What follows belongs to an exercise in optimizing a design on an open flow for small area and a short achievable clock period; a production flow would make more cautious choices.
Where RTL was checked, it was by simulation tests only, not by an equivalence proof against the original.
Power figures rest on the tool's default switching activity, not on a simulated workload.

==> job 2924: inputs <==
==> flow/design.v (excerpt) <==
module cdma_img_fifo_128x11
(
  input  logic             clk,
  input  logic             reset,
  input  logic             wr_req,
  output logic             wr_ready,
  input  logic [cdma_img_fifo_128x11_pkg::WIDTH-1:0] wr_data,
  output logic             rd_req,
  input  logic             rd_ready,
  output logic [cdma_img_fifo_128x11_pkg::WIDTH-1:0] rd_data,
  input  logic [31:0]      pwrbus_ram_pd
);
  logic  wr_req_in_r;
  cdma_img_fifo_128x11_pkg::data_t wr_data_in_r;
  logic  wr_busy_in_r;
  logic  wr_ready_r;
  logic  wr_full_r;
  cdma_img_fifo_128x11_pkg::cnt_t  wr_count_r;
  logic [7:0]  wr_lo_r;
  logic [15:0] wr_hi_r;
  logic  wr_popping_r;
  logic  rd_pushing_r;
  cdma_img_fifo_128x11_pkg::cnt_t  rd_count_r;
  logic [7:0]  rd_lo_r;
  logic [15:0] rd_hi_r;
  logic  rd_req_p_r;
  logic  rd_req_int_r;
  cdma_img_fifo_128x11_pkg::data_t rd_data_r;
  cdma_img_fifo_128x11_pkg::data_t ram_q_s;
  logic  wr_accept_s;
  logic  wr_reserving_s;
  cdma_img_fifo_128x11_pkg::cnt_t  wr_count_next_s;
  logic  wr_full_next_s;
  logic  wr_req_in_next_s;
  logic  wr_busy_in_next_s;
  logic  rd_popping_s;
  cdma_img_fifo_128x11_pkg::cnt_t  rd_count_next_s;
  logic  rd_req_p_next_s;
  logic  rd_req_int_next_s;
  always_comb begin
    wr_accept_s       = wr_req & ~wr_busy_in_r;
    wr_reserving_s    = wr_req_in_r & ~wr_full_r;
    wr_count_next_s   = cdma_img_fifo_128x11_pkg::cnt_update(wr_count_r, wr_reserving_s, wr_popping_r);
    wr_full_next_s    = (wr_count_next_s == cdma_img_fifo_128x11_pkg::FULL_CNT);
    wr_req_in_next_s  = wr_accept_s | (wr_req_in_r & ~wr_reserving_s);
  ...
==> module ram_128x11, before the edit <==
module ram_128x11
(
  input  logic        clk,
  input  logic [7:0]  wlo,
  input  logic [15:0] whi,
  input  logic        we,
  input  logic [10:0] di,
  input  logic [7:0]  rlo,
  input  logic [15:0] rhi,
  output logic [10:0] q
);
  logic [10:0] mem_r [128];
  logic [10:0] grp_s [16];
  always_ff @(posedge clk) begin
    for (int k = 0; k < 128; k++) begin
      if (we & whi[k/8] & wlo[k%8]) begin
        mem_r[k] <= di;
      end
    end
  end
  always_comb begin
    for (int j = 0; j < 16; j++) begin
      grp_s[j] = '0;
      for (int i = 0; i < 8; i++) begin
        grp_s[j] = grp_s[j] | (mem_r[8*j+i] & {11{rlo[i]}});
      end
    end
    q = '0;
    for (int j = 0; j < 16; j++) begin
      q = q | (grp_s[j] & {11{rhi[j]}});
    end
  end
endmodule
==> module cdma_img_fifo_128x11, before the edit <==
module cdma_img_fifo_128x11
(
  input  logic             clk,
  input  logic             reset,
  input  logic             wr_req,
  output logic             wr_ready,
  input  logic [cdma_img_fifo_128x11_pkg::WIDTH-1:0] wr_data,
  output logic             rd_req,
  input  logic             rd_ready,
  output logic [cdma_img_fifo_128x11_pkg::WIDTH-1:0] rd_data,
  input  logic [31:0]      pwrbus_ram_pd
);
  logic  wr_req_in_r;
  cdma_img_fifo_128x11_pkg::data_t wr_data_in_r;
  logic  wr_busy_in_r;
  logic  wr_ready_r;
  logic  wr_full_r;
  cdma_img_fifo_128x11_pkg::cnt_t  wr_count_r;
  logic [7:0]  wr_lo_r;
  logic [15:0] wr_hi_r;
  logic  wr_popping_r;
  logic  rd_pushing_r;
  cdma_img_fifo_128x11_pkg::cnt_t  rd_count_r;
  logic [7:0]  rd_lo_r;
  logic [15:0] rd_hi_r;
  logic  rd_req_p_r;
  logic  rd_req_int_r;
  cdma_img_fifo_128x11_pkg::data_t rd_data_r;
  cdma_img_fifo_128x11_pkg::data_t ram_q_s;
  logic  wr_accept_s;
  logic  wr_reserving_s;
  cdma_img_fifo_128x11_pkg::cnt_t  wr_count_next_s;
  logic  wr_full_next_s;
  logic  wr_req_in_next_s;
  logic  wr_busy_in_next_s;
  logic  rd_popping_s;
  cdma_img_fifo_128x11_pkg::cnt_t  rd_count_next_s;
  logic  rd_req_p_next_s;
  logic  rd_req_int_next_s;
  always_comb begin
    wr_accept_s       = wr_req & ~wr_busy_in_r;
    wr_reserving_s    = wr_req_in_r & ~wr_full_r;
    wr_count_next_s   = cdma_img_fifo_128x11_pkg::cnt_update(wr_count_r, wr_reserving_s, wr_popping_r);
    wr_full_next_s    = (wr_count_next_s == cdma_img_fifo_128x11_pkg::FULL_CNT);
    wr_req_in_next_s  = wr_accept_s | (wr_req_in_r & ~wr_reserving_s);
    wr_busy_in_next_s = wr_req_in_next_s & wr_full_next_s;
  end
  always_ff @(posedge clk) begin
    if (reset) begin
      wr_req_in_r  <= 1'b0;
      wr_busy_in_r <= 1'b0;
      wr_ready_r   <= 1'b1;
      wr_full_r    <= 1'b0;
      wr_count_r   <= 8'd0;
      wr_lo_r      <= 8'd1;
      wr_hi_r      <= 16'd1;
      wr_popping_r <= 1'b0;
    end else begin
      wr_req_in_r  <= wr_req_in_next_s;
      wr_busy_in_r <= wr_busy_in_next_s;
      wr_ready_r   <= ~wr_busy_in_next_s;
      wr_full_r    <= wr_full_next_s;
      wr_count_r   <= wr_count_next_s;
      if (wr_reserving_s) begin
        wr_lo_r <= {wr_lo_r[6:0], wr_lo_r[7]};
        if (wr_lo_r[7]) wr_hi_r <= {wr_hi_r[14:0], wr_hi_r[15]};
      end
      wr_popping_r <= rd_popping_s;
    end
  end
  always_ff @(posedge clk) begin
    if (wr_accept_s) begin
      wr_data_in_r <= wr_data;
    end
  end
  always_comb begin
    rd_popping_s      = rd_req_p_r & (~rd_req_int_r | rd_ready);
    rd_count_next_s   = cdma_img_fifo_128x11_pkg::cnt_update(rd_count_r, rd_pushing_r, rd_popping_s);
    rd_req_p_next_s   = (rd_count_next_s != 8'd0);
    rd_req_int_next_s = rd_popping_s | (rd_req_int_r & ~rd_ready);
  end
  always_ff @(posedge clk) begin
    if (reset) begin
      rd_pushing_r <= 1'b0;
      rd_count_r   <= 8'd0;
      rd_lo_r      <= 8'd1;
      rd_hi_r      <= 16'd1;
      rd_req_p_r   <= 1'b0;
      rd_req_int_r <= 1'b0;
    end else begin
      rd_pushing_r <= wr_reserving_s;
      rd_count_r   <= rd_count_next_s;
      if (rd_popping_s) begin
        rd_lo_r <= {rd_lo_r[6:0], rd_lo_r[7]};
        if (rd_lo_r[7]) rd_hi_r <= {rd_hi_r[14:0], rd_hi_r[15]};
      end
      rd_req_p_r   <= rd_req_p_next_s;
      rd_req_int_r <= rd_req_int_next_s;
    end
  end
  ram_128x11 u_ram (
    .clk  (clk),
    .wlo  (wr_lo_r),
    .whi  (wr_hi_r),
    .we   (wr_reserving_s),
    .di   (wr_data_in_r),
    .rlo  (rd_lo_r),
    .rhi  (rd_hi_r),
    .q    (ram_q_s)
  );
  always_ff @(posedge clk) begin
    if (rd_popping_s) begin
      rd_data_r <= ram_q_s;
    end
  end
  assign wr_ready = wr_ready_r;
  assign rd_req   = rd_req_int_r;
  assign rd_data  = rd_data_r;
endmodule
clock: 4.2 ns
lec_check: 0
cap_margin: 20
core_margin: 2
core_utilization: 40
slew_margin: 20
run.sh (not shown) runs the stock make flow with config.mk's settings and CLKGATE_MAP_FILE= SYNTH_SCRIPT=/design/flow/synth_recipe.tcl, a recipe that flattens the netlist after the stock synthesis.
==> job 4237 (differences from job 2924) <==
==> flow/design.v (replaced) <==
package cdma_img_fifo_128x11_pkg;
  localparam int DEPTH  = 128;
  localparam int WIDTH  = 11;
  localparam int ADDR_W = 7;
  localparam int CNT_W  = 8;
  typedef logic [ADDR_W-1:0] addr_t;
  typedef logic [CNT_W-1:0]  cnt_t;
  typedef logic [WIDTH-1:0]  data_t;
  localparam cnt_t FULL_CNT = 8'd128;
endpackage
module ram_128x11
(
  input  logic        clk,
  input  logic [7:0]  wlo,
  input  logic [15:0] whi,
  input  logic        we,
  input  logic [10:0] di,
  input  logic [7:0]  rlo,
  input  logic [15:0] rhi,
  input  logic [15:0] rhi2,
  output logic [10:0] q
);
  logic [10:0] mem_r [128];
  logic [10:0] grp_s [8];
  always_ff @(posedge clk) begin
    for (int k = 0; k < 128; k++) begin
      if (we & whi[k/8] & wlo[k%8]) begin
        mem_r[k] <= di;
      end
    end
  end
  always_comb begin
    for (int i = 0; i < 8; i++) begin
      grp_s[i] = '0;
      for (int j = 0; j < 16; j++) begin
        grp_s[i] = grp_s[i] | (mem_r[8*j+i] & {11{(i < 4) ? rhi[j] : rhi2[j]}});
      end
    end
    q = '0;
    for (int i = 0; i < 8; i++) begin
      q = q | (grp_s[i] & {11{rlo[i]}});
    end
  end
endmodule
module cdma_img_fifo_128x11
(
  input  logic             clk,
  input  logic             reset,
  input  logic             wr_req,
  output logic             wr_ready,
  input  logic [cdma_img_fifo_128x11_pkg::WIDTH-1:0] wr_data,
  output logic             rd_req,
  input  logic             rd_ready,
  output logic [cdma_img_fifo_128x11_pkg::WIDTH-1:0] rd_data,
  input  logic [31:0]      pwrbus_ram_pd
);
  logic  wr_req_in_r;                        
  cdma_img_fifo_128x11_pkg::data_t wr_data_in_r;
  logic  wr_ready_r;                         
  logic  wr_full_r;                          
  cdma_img_fifo_128x11_pkg::cnt_t  wr_count_r;
  logic [7:0]  wr_lo_r;                      
  logic [15:0] wr_hi_r;                      
  logic  wr_popping_r;                       
  logic  rd_pushing_r;                       
  cdma_img_fifo_128x11_pkg::cnt_t  rd_count_r;
  logic [7:0]  rd_lo_r;                      
  logic [15:0] rd_hi_r;                      
  logic [15:0] rd_hi2_r;                     
  logic  rd_req_p_r;                         
  logic  rd_req_int_r;                       
  cdma_img_fifo_128x11_pkg::data_t rd_data_r;
  cdma_img_fifo_128x11_pkg::data_t ram_q_s;
  logic  wr_accept_s;
  logic  wr_reserving_s;
  logic  wr_inc_s;
  logic  wr_dec_s;
  logic  wr_full_next_s;
  logic  wr_req_in_next_s;
  cdma_img_fifo_128x11_pkg::cnt_t  wr_count_next_s;
  logic  rd_popping_s;
  logic  rd_inc_s;
  logic  rd_dec_s;
  cdma_img_fifo_128x11_pkg::cnt_t  rd_count_next_s;
  logic  rd_req_p_next_s;
  logic  rd_req_int_next_s;
  always_comb begin
    wr_accept_s      = wr_req & wr_ready_r;
    wr_reserving_s   = wr_req_in_r & ~wr_full_r;
    wr_inc_s         = wr_reserving_s & ~wr_popping_r;
    wr_dec_s         = wr_popping_r & ~wr_reserving_s;
    if (wr_inc_s) begin
      wr_count_next_s = wr_count_r + 8'd1;
    end else if (wr_dec_s) begin
      wr_count_next_s = wr_count_r - 8'd1;
    end else begin
      wr_count_next_s = wr_count_r;
    end
    wr_full_next_s   = wr_full_r ? ~wr_popping_r : (wr_inc_s & (wr_count_r == 8'd127));
    wr_req_in_next_s = wr_accept_s | (wr_req_in_r & wr_full_r);
  end
  always_ff @(posedge clk) begin
    if (reset) begin
      wr_req_in_r  <= 1'b0;
      wr_ready_r   <= 1'b1;
      wr_full_r    <= 1'b0;
      wr_count_r   <= 8'd0;
      wr_lo_r      <= 8'd1;
      wr_hi_r      <= 16'd1;
      wr_popping_r <= 1'b0;
    end else begin
      wr_req_in_r  <= wr_req_in_next_s;
      wr_ready_r   <= ~(wr_req_in_next_s & wr_full_next_s);
      wr_full_r    <= wr_full_next_s;
      wr_count_r   <= wr_count_next_s;
      if (wr_reserving_s) begin
        wr_lo_r <= {wr_lo_r[6:0], wr_lo_r[7]};
        if (wr_lo_r[7]) wr_hi_r <= {wr_hi_r[14:0], wr_hi_r[15]};
      end
      wr_popping_r <= rd_popping_s;
    end
  end
  always_ff @(posedge clk) begin
    if (wr_accept_s) begin
      wr_data_in_r <= wr_data;
    end
  end
  always_comb begin
    rd_popping_s      = rd_req_p_r & (~rd_req_int_r | rd_ready);
    rd_inc_s          = rd_pushing_r & ~rd_popping_s;
    rd_dec_s          = rd_popping_s & ~rd_pushing_r;
    if (rd_inc_s) begin
      rd_count_next_s = rd_count_r + 8'd1;
    end else if (rd_dec_s) begin
      rd_count_next_s = rd_count_r - 8'd1;
    end else begin
      rd_count_next_s = rd_count_r;
    end
    rd_req_p_next_s   = rd_pushing_r | (rd_req_p_r & ~(rd_popping_s & (rd_count_r == 8'd1)));
    rd_req_int_next_s = rd_popping_s | (rd_req_int_r & ~rd_ready);
  end
  always_ff @(posedge clk) begin
    if (reset) begin
      rd_pushing_r <= 1'b0;
      rd_count_r   <= 8'd0;
      rd_lo_r      <= 8'd1;
      rd_hi_r      <= 16'd1;
      rd_hi2_r     <= 16'd1;
      rd_req_p_r   <= 1'b0;
      rd_req_int_r <= 1'b0;
    end else begin
      rd_pushing_r <= wr_reserving_s;
      rd_count_r   <= rd_count_next_s;
      if (rd_popping_s) begin
        rd_lo_r <= {rd_lo_r[6:0], rd_lo_r[7]};
        if (rd_lo_r[7]) rd_hi_r <= {rd_hi_r[14:0], rd_hi_r[15]};
        if (rd_lo_r[7]) rd_hi2_r <= {rd_hi2_r[14:0], rd_hi2_r[15]};
      end
      rd_req_p_r   <= rd_req_p_next_s;
      rd_req_int_r <= rd_req_int_next_s;
    end
  end
  ram_128x11 u_ram (
    .clk  (clk),
    .wlo  (wr_lo_r),
    .whi  (wr_hi_r),
    .we   (wr_reserving_s),
    .di   (wr_data_in_r),
    .rlo  (rd_lo_r),
    .rhi  (rd_hi_r),
    .rhi2 (rd_hi2_r),
    .q    (ram_q_s)
  );
  always_ff @(posedge clk) begin
    rd_data_r <= rd_popping_s ? ram_q_s : (rd_data_r & {11{rd_req_int_r}});
  end
  assign wr_ready = wr_ready_r;
  assign rd_req   = rd_req_int_r;
  assign rd_data  = rd_data_r;
endmodule
ABC_CLOCK_PERIOD_IN_PS = 2200   (was not set)
CORE_UTILIZATION = 65   (was 40)
CTS_CLUSTER_DIAMETER = 80   (was not set)
CTS_CLUSTER_SIZE = 30   (was not set)
SETUP_SLACK_MARGIN = 2.0   (was not set)
==> job 1375 (differences from job 2924) <==
==> flow/design.v (replaced) <==
package cdma_img_fifo_128x11_pkg;
  localparam int DEPTH  = 128;
  localparam int WIDTH  = 11;
  localparam int ADDR_W = 7;
  localparam int CNT_W  = 8;
  typedef logic [ADDR_W-1:0] addr_t;
  typedef logic [CNT_W-1:0]  cnt_t;
  typedef logic [WIDTH-1:0]  data_t;
  localparam cnt_t FULL_CNT = 8'd128;
endpackage
module ram_128x11
(
  input  logic        clk,
  input  logic [7:0]  wlo,
  input  logic [15:0] whi,
  input  logic        we,
  input  logic [10:0] di,
  input  logic [7:0]  rlo,
  input  logic [15:0] rhi,
  input  logic [15:0] rhi2,
  output logic [10:0] qa,
  output logic [10:0] qb
);
  logic [10:0] mem_r [128];
  logic [10:0] grp_s [8];
  always_ff @(posedge clk) begin
    for (int k = 0; k < 128; k++) begin
      if (we & whi[k/8] & wlo[k%8]) begin
        mem_r[k] <= di;
      end
    end
  end
  always_comb begin
    for (int i = 0; i < 8; i++) begin
      grp_s[i] = '0;
      for (int j = 0; j < 16; j++) begin
        grp_s[i] = grp_s[i] | (mem_r[8*j+i] & {11{(i < 4) ? rhi[j] : rhi2[j]}});
      end
    end
    qa = '0;
    qb = '0;
    for (int i = 0; i < 4; i++) begin
      qa = qa | (grp_s[i] & {11{rlo[i]}});
      qb = qb | (grp_s[i+4] & {11{rlo[i+4]}});
    end
  end
endmodule
module cdma_img_fifo_128x11
(
  input  logic             clk,
  input  logic             reset,
  input  logic             wr_req,
  output logic             wr_ready,
  input  logic [cdma_img_fifo_128x11_pkg::WIDTH-1:0] wr_data,
  output logic             rd_req,
  input  logic             rd_ready,
  output logic [cdma_img_fifo_128x11_pkg::WIDTH-1:0] rd_data,
  input  logic [31:0]      pwrbus_ram_pd
);
  logic  wr_req_in_r;                        
  cdma_img_fifo_128x11_pkg::data_t wr_data_in_r;
  logic  wr_ready_r;                         
  logic  wr_full_r;                          
  cdma_img_fifo_128x11_pkg::cnt_t  wr_count_r;
  logic [7:0]  wr_lo_r;                      
  logic [15:0] wr_hi_r;                      
  logic  wr_popping_r;                       
  logic  rd_pushing_r;                       
  cdma_img_fifo_128x11_pkg::cnt_t  rd_count_r;
  logic [7:0]  rd_lo_r;                      
  logic [15:0] rd_hi_r;                      
  logic [15:0] rd_hi2_r;                     
  logic  rd_req_p_r;                         
  logic  rd_req_int_r;                       
  cdma_img_fifo_128x11_pkg::data_t rd_data_a_r;    
  cdma_img_fifo_128x11_pkg::data_t rd_data_b_r;    
  cdma_img_fifo_128x11_pkg::data_t ram_qa_s;
  cdma_img_fifo_128x11_pkg::data_t ram_qb_s;
  logic  wr_accept_s;
  logic  wr_reserving_s;
  logic  wr_inc_s;
  logic  wr_dec_s;
  logic  wr_full_next_s;
  logic  wr_req_in_next_s;
  cdma_img_fifo_128x11_pkg::cnt_t  wr_count_next_s;
  logic  rd_popping_s;
  logic  rd_inc_s;
  logic  rd_dec_s;
  cdma_img_fifo_128x11_pkg::cnt_t  rd_count_next_s;
  logic  rd_req_p_next_s;
  logic  rd_req_int_next_s;
  function automatic [7:0] cnt_inc(input [7:0] c);
    for (int i = 0; i < 8; i++) begin
      cnt_inc[i] = c[i] ^ ((c & ((8'd1 << i) - 8'd1)) == ((8'd1 << i) - 8'd1));
    end
  endfunction
  function automatic [7:0] cnt_dec(input [7:0] c);
    for (int i = 0; i < 8; i++) begin
      cnt_dec[i] = c[i] ^ ((c & ((8'd1 << i) - 8'd1)) == 8'd0);
    end
  endfunction
  always_comb begin
    wr_accept_s      = wr_req & wr_ready_r;
    wr_reserving_s   = wr_req_in_r & ~wr_full_r;
    wr_inc_s         = wr_reserving_s & ~wr_popping_r;
    wr_dec_s         = wr_popping_r & ~wr_reserving_s;
    if (wr_inc_s) begin
      wr_count_next_s = cnt_inc(wr_count_r);
    end else if (wr_dec_s) begin
      wr_count_next_s = cnt_dec(wr_count_r);
    end else begin
      wr_count_next_s = wr_count_r;
    end
    wr_full_next_s   = wr_full_r ? ~wr_popping_r : (wr_inc_s & (wr_count_r == 8'd127));
    wr_req_in_next_s = wr_accept_s | (wr_req_in_r & wr_full_r);
  end
  always_ff @(posedge clk) begin
    if (reset) begin
      wr_req_in_r  <= 1'b0;
      wr_ready_r   <= 1'b1;
      wr_full_r    <= 1'b0;
      wr_count_r   <= 8'd0;
      wr_lo_r      <= 8'd1;
      wr_hi_r      <= 16'd1;
      wr_popping_r <= 1'b0;
    end else begin
      wr_req_in_r  <= wr_req_in_next_s;
      wr_ready_r   <= ~(wr_req_in_next_s & wr_full_next_s);
      wr_full_r    <= wr_full_next_s;
      wr_count_r   <= wr_count_next_s;
      if (wr_reserving_s) begin
        wr_lo_r <= {wr_lo_r[6:0], wr_lo_r[7]};
        if (wr_lo_r[7]) wr_hi_r <= {wr_hi_r[14:0], wr_hi_r[15]};
      end
      wr_popping_r <= rd_popping_s;
    end
  end
  always_ff @(posedge clk) begin
    if (wr_accept_s) begin
      wr_data_in_r <= wr_data;
    end
  end
  always_comb begin
    rd_popping_s      = rd_req_p_r & (~rd_req_int_r | rd_ready);
    rd_inc_s          = rd_pushing_r & ~rd_popping_s;
    rd_dec_s          = rd_popping_s & ~rd_pushing_r;
    if (rd_inc_s) begin
      rd_count_next_s = cnt_inc(rd_count_r);
    end else if (rd_dec_s) begin
      rd_count_next_s = cnt_dec(rd_count_r);
    end else begin
      rd_count_next_s = rd_count_r;
    end
    rd_req_p_next_s   = rd_pushing_r | (rd_req_p_r & ~(rd_popping_s & (rd_count_r == 8'd1)));
    rd_req_int_next_s = rd_popping_s | (rd_req_int_r & ~rd_ready);
  end
  always_ff @(posedge clk) begin
    if (reset) begin
      rd_pushing_r <= 1'b0;
      rd_count_r   <= 8'd0;
      rd_lo_r      <= 8'd1;
      rd_hi_r      <= 16'd1;
      rd_hi2_r     <= 16'd1;
      rd_req_p_r   <= 1'b0;
      rd_req_int_r <= 1'b0;
    end else begin
      rd_pushing_r <= wr_reserving_s;
      rd_count_r   <= rd_count_next_s;
      if (rd_popping_s) begin
        rd_lo_r <= {rd_lo_r[6:0], rd_lo_r[7]};
        if (rd_lo_r[7]) rd_hi_r <= {rd_hi_r[14:0], rd_hi_r[15]};
        if (rd_lo_r[7]) rd_hi2_r <= {rd_hi2_r[14:0], rd_hi2_r[15]};
      end
      rd_req_p_r   <= rd_req_p_next_s;
      rd_req_int_r <= rd_req_int_next_s;
    end
  end
  ram_128x11 u_ram (
    .clk  (clk),
    .wlo  (wr_lo_r),
    .whi  (wr_hi_r),
    .we   (wr_reserving_s),
    .di   (wr_data_in_r),
    .rlo  (rd_lo_r),
    .rhi  (rd_hi_r),
    .rhi2 (rd_hi2_r),
    .qa   (ram_qa_s),
    .qb   (ram_qb_s)
  );
  always_ff @(posedge clk) begin
    rd_data_a_r <= rd_popping_s ? ram_qa_s : (rd_data_a_r & {11{rd_req_int_r}});
    rd_data_b_r <= rd_popping_s ? ram_qb_s : (rd_data_b_r & {11{rd_req_int_r}});
  end
  assign wr_ready = wr_ready_r;
  assign rd_req   = rd_req_int_r;
  assign rd_data  = rd_data_a_r | rd_data_b_r;
endmodule
ABC_CLOCK_PERIOD_IN_PS = 2200   (was not set)
CORE_UTILIZATION = 70   (was 40)
CTS_CLUSTER_DIAMETER = 80   (was not set)
CTS_CLUSTER_SIZE = 28   (was not set)
SETUP_SLACK_MARGIN = 2.0   (was not set)
==> summary.txt <==
Placed Instances: job 1375 3981; job 4237 4054; job 2924 4777
Met2 GRT Util: job 1375 56.91%; job 4237 56.34%; job 2924 33.26%
Routed length on met1: job 1375 53680 µm; job 4237 61610 µm; job 2924 63060 µm
Design internal power: job 1375 19640 µW; job 4237 19480 µW; job 2924 24480 µW
DR WL met3: job 1375 17510 µm; job 4237 23070 µm; job 2924 12790 µm
Vertical die dimension: job 1375 284.9 µm; job 4237 296.2 µm; job 2924 374.7 µm
Status: job 1375 complete, no violations; job 4237 complete, no violations; job 2924 complete, no violations
Total area of sequential cells: job 1375 0.04495 mm²; job 4237 0.04474 mm²; job 2924 0.04442 mm²
Seq/Total Area, Yosys: job 1375 81.08%; job 4237 80.32%; job 2924 80.75%
Met3 global-route usage: job 1375 5.856%; job 4237 9.788%; job 2924 4.081%
Endpoint of the worst-slack reg-to-reg timing path: job 1375 rd_data_b_r[0]$_DFF_P_; job 4237 wr_count_r[6]$_SDFFE_PP0P_; job 2924 wr_full_r$_SDFF_PP0_
Total power consumption of the routed design: job 1375 24380 µW; job 4237 24300 µW; job 2924 31480 µW
# diodes: job 1375 2; job 4237 22; job 2924 3
Syn_nets: job 1375 3113; job 4237 3092; job 2924 3153
Total of clock buffers placed in the layout: job 1375 110; job 4237 91; job 2924 200
FFs & Latches: job 1375 1528; job 4237 1517; job 2924 1502
Worst setup endpoint: job 1375 rd_data_b_r[0]$_DFF_P_; job 4237 wr_count_r[6]$_SDFFE_PP0P_; job 2924 wr_full_r$_SDFF_PP0_
Number of search-and-repair iterations in the first detailed-routing pass: job 1375 6; job 4237 7; job 2924 6
Site row count: job 1375 103; job 4237 107; job 2924 136
Fill cell count: job 1375 4405; job 4237 5170; job 2924 11590
Only the layout flow was run in job 2924; the RTL was not checked for function there.

static timing again, ports no longer ideal:
Ports are ideal in the flow. The routed layouts listed here were re-timed in OpenROAD. Step 1: set_driving_cell puts a clkbuf_16 on clk and a buf_2 on each other input, an assumption about the parent block. Step 2 adds t to the input delays and takes it off the output delays; t is the mean of the earliest and latest rising clock arrival at the registers after step 1. Input paths then give back, and output paths get back, about the clock's delay inside the block. a / b / c = ideal ports / drivers / drivers and shift; a / b = the first two.
| run | shift t [ns] | setup slack, ns | hold WS [ns] | worst setup path after step 2 | latest minus earliest clock arrival (ns) |
|---|---|---|---|---|---|
| job 2924 | 0.855 | 1.204 / 1.204 / 0.575 | 0.478 / 0.478 / 0.478 | input to register | 0.033 / 0.033 |
| job 4237 | 0.746 | 1.843 / 1.843 / 1.490 | 0.516 / 0.516 / 0.516 | input to register | 0.024 / 0.023 |
| job 1375 | 0.743 | 1.911 / 1.847 / 1.634 | 0.499 / 0.446 / 0.526 | input to register | 0.026 / 0.026 |
After both steps setup and hold are still met in every run listed. The setup slack of job 2924, which loses most, moves by 0.000 ns with the drivers and by -0.629 ns with both steps.
